Source: an optimization exercise on an open RTL-to-GDS flow (aim: small area). Production flows keep margins and buffers that such runs may drop.
Only simulation tests tie the RTL to the original design; equivalence was not proved.
Power and IR drop assume default switching activity.

==> inputs of 06-28 <==
==> flow/design.v (excerpt) <==
module instruction_decode_stage #(
  parameter int LEN                  = 32,
  parameter int CANTIDAD_REGISTROS   = 32,
  parameter int NB_ADDRESS_REGISTROS = $clog2(CANTIDAD_REGISTROS),
  parameter int NB_CTRL_WB           = instruction_decode_stage_pkg::DEF_NB_CTRL_WB,
  parameter int NB_CTRL_MEM          = instruction_decode_stage_pkg::DEF_NB_CTRL_MEM,
  parameter int NB_CTRL_EX           = instruction_decode_stage_pkg::DEF_NB_CTRL_EX,
  parameter int NB_STALL_CNT         = 16
) (
  input  logic                            i_clk,
  input  logic                            i_rst,
  input  logic                            i_valid,
  input  logic [LEN-1:0]                  i_instruccion,
  input  logic [LEN-1:0]                  i_adder_pc,
  input  logic [NB_CTRL_WB-1:0]           i_ctrl_wb,
  input  logic [NB_CTRL_MEM-1:0]          i_ctrl_mem,
  input  logic [NB_CTRL_EX-1:0]           i_ctrl_ex,
  input  logic                            i_RegWrite,
  input  logic [NB_ADDRESS_REGISTROS-1:0] i_write_reg,
  input  logic [LEN-1:0]                  i_write_data,
  input  logic                            i_flush,
  output logic                            o_stall,
  output logic                            o_valid,
  output logic [LEN-1:0]                  o_adder_pc,
  output logic [LEN-1:0]                  o_dato1,
  output logic [LEN-1:0]                  o_dato2,
  output logic [LEN-1:0]                  o_sign_extend,
  output logic [NB_ADDRESS_REGISTROS-1:0] o_rs,
  output logic [NB_ADDRESS_REGISTROS-1:0] o_rt,
  output logic [NB_ADDRESS_REGISTROS-1:0] o_rd,
  output logic [NB_ADDRESS_REGISTROS-1:0] o_shamt,
  output logic [NB_CTRL_WB-1:0]           o_ctrl_wb,
  output logic [NB_CTRL_MEM-1:0]          o_ctrl_mem,
  output logic [NB_CTRL_EX-1:0]           o_ctrl_ex,
  output logic [NB_STALL_CNT-1:0]         o_stall_count
);
make LEC_CHECK=0 CAP_MARGIN=10 CORE_MARGIN=2 CORE_UTILIZATION=40 CTS_CLUSTER_DIAMETER=70 CTS_CLUSTER_SIZE=24 SLEW_MARGIN=10 SYNTH_HIERARCHICAL=1 SYNTH_MINIMUM_KEEP_SIZE=0 finish   # period 5.0 ns
run.sh (not shown) runs the stock make flow with config.mk's settings and CLKGATE_MAP_FILE= SYNTH_SCRIPT=/design/flow/synth_recipe.tcl, a recipe that flattens the netlist after the stock synthesis.
==> 09-10 (differences from 06-28) <==
--- a/flow/design.v
+++ b/flow/design.v
@@ -32,34 +32,27 @@
 ) (
   input  logic                            i_clk,
   input  logic                            i_rst,
   input  logic                            i_we,
   input  logic [NB_ADDRESS_REGISTROS-1:0] i_waddr,
   input  logic [LEN-1:0]                  i_wdata,
-  input  logic                            i_rd_en,
   input  logic [NB_ADDRESS_REGISTROS-1:0] i_raddr1,
   input  logic [NB_ADDRESS_REGISTROS-1:0] i_raddr2,
   output logic [LEN-1:0]                  o_rdata1,
   output logic [LEN-1:0]                  o_rdata2
 );
-  localparam int NT = CANTIDAD_REGISTROS;           
-  localparam int NG = (NT + 2) / 3;                 
-  logic [LEN-1:0]                regs [1:CANTIDAD_REGISTROS-1];
-  logic [LEN-1:0]                regs_d [1:CANTIDAD_REGISTROS-1];
-  logic [CANTIDAD_REGISTROS-1:1] rvld;
-  logic [CANTIDAD_REGISTROS-1:1] wsel, wkeep;
-  logic [NT-1:0]                 sel1, sel2;
-  logic [LEN-1:0]                term [NT];
-  logic                          wr_en, byp1, byp2;
+  localparam int NR = CANTIDAD_REGISTROS - 1;       
+  localparam int NG = NR / 3;                       
+  logic [LEN-1:0] regs   [1:CANTIDAD_REGISTROS-1];
+  logic [LEN-1:0] regs_d [1:CANTIDAD_REGISTROS-1];
+  logic [NR:1]    rvld;
+  logic [NR:1]    wsel, wkeep;
+  logic [NR:1]    sel1, sel2;
+  logic           wr_en;
   assign wr_en = i_we && (i_waddr != '0);
-  assign byp1 = i_rd_en && wr_en && (i_waddr == i_raddr1);
-  assign byp2 = i_rd_en && wr_en && (i_waddr == i_raddr2);
-  assign sel1[0] = byp1;
-  assign sel2[0] = byp2;
-  assign term[0] = i_wdata;
-  for (genvar r = 1; r < CANTIDAD_REGISTROS; r++) begin : g_reg
+  for (genvar r = 1; r <= NR; r++) begin : g_reg
     assign wsel[r]  = wr_en && (i_waddr == NB_ADDRESS_REGISTROS'(r));
     assign wkeep[r] = !wsel[r];
     for (genvar b = 0; b < LEN; b++) begin : g_bit
       rf_ao22 u_hold (
         .a1(wsel[r]), .a2(i_wdata[b]), .b1(wkeep[r]), .b2(regs[r][b]), .y(regs_d[r][b])
       );
@@ -68,56 +61,53 @@
       regs[r] <= regs_d[r];
     end
     always_ff @(posedge i_clk or posedge i_rst) begin
       if (i_rst)        rvld[r] <= 1'b0;
       else if (wsel[r]) rvld[r] <= 1'b1;
     end
-    assign sel1[r] = i_rd_en && !byp1 && rvld[r] && (i_raddr1 == NB_ADDRESS_REGISTROS'(r));
-    assign sel2[r] = i_rd_en && !byp2 && rvld[r] && (i_raddr2 == NB_ADDRESS_REGISTROS'(r));
-    assign term[r] = regs[r];
+    assign sel1[r] = rvld[r] && (i_raddr1 == NB_ADDRESS_REGISTROS'(r));
+    assign sel2[r] = rvld[r] && (i_raddr2 == NB_ADDRESS_REGISTROS'(r));
   end
   for (genvar b = 0; b < LEN; b++) begin : g_rd
-    logic [NG-1:0] n1, n2;
-    for (genvar g = 0; g < NG; g++) begin : g_grp
-      if (3 * g + 2 < NT) begin : g_3
-        rf_aoi222 u_p1 (
-          .a1(sel1[3*g]),   .a2(term[3*g][b]),
-          .b1(sel1[3*g+1]), .b2(term[3*g+1][b]),
-          .c1(sel1[3*g+2]), .c2(term[3*g+2][b]), .y(n1[g])
-        );
-        rf_aoi222 u_p2 (
-          .a1(sel2[3*g]),   .a2(term[3*g][b]),
-          .b1(sel2[3*g+1]), .b2(term[3*g+1][b]),
-          .c1(sel2[3*g+2]), .c2(term[3*g+2][b]), .y(n2[g])
-        );
-      end else begin : g_2
-        rf_aoi22 u_p1 (
-          .a1(sel1[3*g]),   .a2(term[3*g][b]),
-          .b1(sel1[3*g+1]), .b2(term[3*g+1][b]), .y(n1[g])
-        );
-        rf_aoi22 u_p2 (
-          .a1(sel2[3*g]),   .a2(term[3*g][b]),
-          .b1(sel2[3*g+1]), .b2(term[3*g+1][b]), .y(n2[g])
-        );
-      end
-    end
-    assign o_rdata1[b] = !(&n1);
-    assign o_rdata2[b] = !(&n2);
-  end
+    logic [NR:1] col;
+    for (genvar r = 1; r <= NR; r++) begin : g_col
+      assign col[r] = regs[r][b];
+    end
+    rf_read_bit #(.NR(NR)) u_p1 (.sel(sel1), .d(col), .y(o_rdata1[b]));
+    rf_read_bit #(.NR(NR)) u_p2 (.sel(sel2), .d(col), .y(o_rdata2[b]));
+  end
+endmodule
+module rf_read_bit #(
+  parameter int NR = 31
+) (
+  input  logic [NR:1] sel,
+  input  logic [NR:1] d,
+  output logic        y
+);
+  localparam int NG = NR / 3;
+  localparam int NL = NR - 3 * NG;                  
+  logic [NG+(NL>0)-1:0] n;                          
+  for (genvar g = 0; g < NG; g++) begin : g_grp
+    rf_aoi222 u_aoi (
+      .a1(sel[3*g+1]), .a2(d[3*g+1]),
+      .b1(sel[3*g+2]), .b2(d[3*g+2]),
+      .c1(sel[3*g+3]), .c2(d[3*g+3]), .y(n[g])
+    );
+  end
+  if (NL == 1) begin : g_l1
+    assign n[NG] = !(sel[NR] & d[NR]);
+  end else if (NL == 2) begin : g_l2
+    assign n[NG] = !((sel[NR-1] & d[NR-1]) | (sel[NR] & d[NR]));
+  end
+  assign y = !(&n);
 endmodule
 module rf_ao22 (
   input  logic a1, a2, b1, b2,
   output logic y
 );
   assign y = (a1 & a2) | (b1 & b2);
-endmodule
-module rf_aoi22 (
-  input  logic a1, a2, b1, b2,
-  output logic y
-);
-  assign y = !((a1 & a2) | (b1 & b2));
 endmodule
 module rf_aoi222 (
   input  logic a1, a2, b1, b2, c1, c2,
   output logic y
 );
   assign y = !((a1 & a2) | (b1 & b2) | (c1 & c2));
@@ -162,13 +152,13 @@
   logic [NB_ADDRESS_REGISTROS-1:0] rs, rt;
   logic [15:0]                     imm;
   logic [LEN-1:0]           rdata1, rdata2;
   logic                            hazard, stall, bubble;
   logic                            vld_p1;
   logic [LEN-1:0]                  pc_p1;
-  logic [LEN-1:0]           dato1_p1, dato2_p1, sext_p1;
+  logic [LEN-1:0]           sext_p1;
   logic [NB_ADDRESS_REGISTROS-1:0] rs_p1, rt_p1, rd_p1, shamt_p1;
   logic [NB_CTRL_WB-1:0]           wb_p1;
   logic [NB_CTRL_MEM-1:0]          mem_p1;
   logic [NB_CTRL_EX-1:0]           ex_p1;
   logic [NB_STALL_CNT-1:0]         stall_cnt;
   function automatic logic [NB_STALL_CNT-1:0] sat_inc(input logic [NB_STALL_CNT-1:0] v);
@@ -185,15 +175,14 @@
   ) u_reg_file (
     .i_clk   (i_clk),
     .i_rst   (i_rst),
     .i_we    (i_RegWrite),
     .i_waddr (i_write_reg),
     .i_wdata (i_write_data),
-    .i_rd_en (!bubble),
-    .i_raddr1(rs),
-    .i_raddr2(rt),
+    .i_raddr1(rs_p1),
+    .i_raddr2(rt_p1),
     .o_rdata1(rdata1),
     .o_rdata2(rdata2)
   );
   assign hazard = vld_p1 && mem_p1[instruction_decode_stage_pkg::MEM_MEMREAD] && (rt_p1 != '0) && i_valid &&
                   ((rt_p1 == rs) || (rt_p1 == rt));
   assign stall  = hazard && !i_flush;
@@ -204,26 +193,22 @@
   assign kind = instruction_decode_stage_pkg::ext_kind(opcode);
   always_ff @(posedge i_clk or posedge i_rst) begin
     if (i_rst) begin
       vld_p1     <= 1'b0;
       stall_cnt  <= '0;
       pc_p1      <= '0;
-      dato1_p1   <= '0;
-      dato2_p1   <= '0;
       imm_p1     <= '0;
       upper_p1   <= 1'b0;
       hi_fill_p1 <= 1'b0;
       rs_p1      <= '0;
       rt_p1      <= '0;
       wb_p1      <= '0;
       mem_p1     <= '0;
       ex_p1      <= '0;
     end else begin
       if (stall) stall_cnt <= sat_inc(stall_cnt);
-      dato1_p1 <= rdata1;
-      dato2_p1 <= rdata2;
       upper_p1 <= (kind == instruction_decode_stage_pkg::EXT_UPPER);
       if (bubble) begin
         vld_p1     <= 1'b0;
         pc_p1      <= '0;
         imm_p1     <= '0;
         hi_fill_p1 <= 1'b0;
@@ -248,14 +233,14 @@
   assign rd_p1    = imm_p1[15:11];
   assign shamt_p1 = imm_p1[10:6];
   assign sext_p1  = upper_p1 ? {imm_p1, 16'b0} : {{(LEN-16){hi_fill_p1}}, imm_p1};
   assign o_stall       = stall;
   assign o_valid       = vld_p1;
   assign o_adder_pc    = pc_p1;
-  assign o_dato1       = dato1_p1;
-  assign o_dato2       = dato2_p1;
+  assign o_dato1       = rdata1;
+  assign o_dato2       = rdata2;
   assign o_sign_extend = sext_p1;
   assign o_rs          = rs_p1;
   assign o_rt          = rt_p1;
   assign o_rd          = rd_p1;
   assign o_shamt       = shamt_p1;
   assign o_ctrl_wb     = wb_p1;
==> flow/flow/run.sh (new file) <==
#!/bin/bash
# The standard layout, with the port buffers that ORFS inserts at global
# placement made from the smallest buffer (sky130_fd_sc_hd__buf_1) instead of
# the default choice. Every input and output port still gets its own buffer.
set -euo pipefail
bash standard.sh "BUFFER_PORTS_ARGS=-buffer_cell sky130_fd_sc_hd__buf_1" finish > make_finish.log 2>&1
==> flow/standard.sh (new file) <==
#!/bin/bash
# synth_recipe.tcl (not shown) runs the flow's synth.tcl, then flattens the netlist and writes it again
# the make line also repeats each setting of config.mk as NAME=value (left out here)
make -C /OpenROAD-flow-scripts/flow DESIGN_CONFIG=/design/flow/config.mk WORK_HOME=/design/flow/orfs CLKGATE_MAP_FILE= SYNTH_SCRIPT=/design/flow/synth_recipe.tcl "${@:-finish}"
--- a/flow/config.mk
+++ b/flow/config.mk
@@ -7,9 +7,10 @@
 export LEC_CHECK = 0
 export CAP_MARGIN = 10
 export CORE_MARGIN = 2
 export CORE_UTILIZATION = 40
 export CTS_CLUSTER_DIAMETER = 70
 export CTS_CLUSTER_SIZE = 24
+export SETUP_SLACK_MARGIN = 0.45
 export SLEW_MARGIN = 10
 export SYNTH_HIERARCHICAL = 1
 export SYNTH_MINIMUM_KEEP_SIZE = 0
removed: flow/run.sh
==> summary.txt <==
simple-gate portion of the synthesized area=8.26%; P_sw=between 6000 and 7000 uW; first-pass GRT wire length=296000 microns; M1 GR Usage=45.5%; FMAX=0.219 GHz; GPL Wtd Cong=0.960; outcome=finished clean; Vias/cell=between 7 and 8; Synth cell types=45; initial antenna violation count=5
the above is filed under 06-28

==> summary.txt <==
crit-path max cell delay=about 0.67 ns; crit start category=register; Vias/cell=slightly below 8; GPL Wtd Cong=approximately 0.95; simple-gate portion of the synthesized area=7.12%; FMAX=about 0.21 GHz; synthesized instance count=3462; Synth cell types=50; outcome=finished clean; first-pass GRT wire length=282000 microns; P_sw=5840 uW; initial antenna violation count=8; Biggest register=u_reg_file.regs
the above is filed under 09-10

[what the ideal ports hide]
No port has a modelled driver above. Below, the same layouts with a new extraction and two added sets of constraints. Step 1 sets driving cells, clkbuf_16 on the clock port and buf_2 on the other inputs (assumed; they add their load-dependent delay and slew). Step 2 adds t to the input delays and takes it off the output delays; t is the mean of the earliest and latest rising clock arrival at the registers after step 1. Input paths then give back, and output paths get back, about the clock's delay inside the block. a / b / c = no drivers / after step 1 / after step 2; a / b = the first two.
run | t, ns | slack for setup (ns) | latest minus earliest clock arrival (ns)
06-28 | 0.752 | 0.440 / 0.454 / -0.298 | 0.051 / 0.050
09-10 | 0.736 | 0.343 / 0.270 / 1.006 | 0.043 / 0.043
Met with ideal ports but missed after step 2: setup timing in 06-28. For 06-28, which loses most, drivers alone change the setup slack by +0.014 ns; drivers and shift together by -0.738 ns.
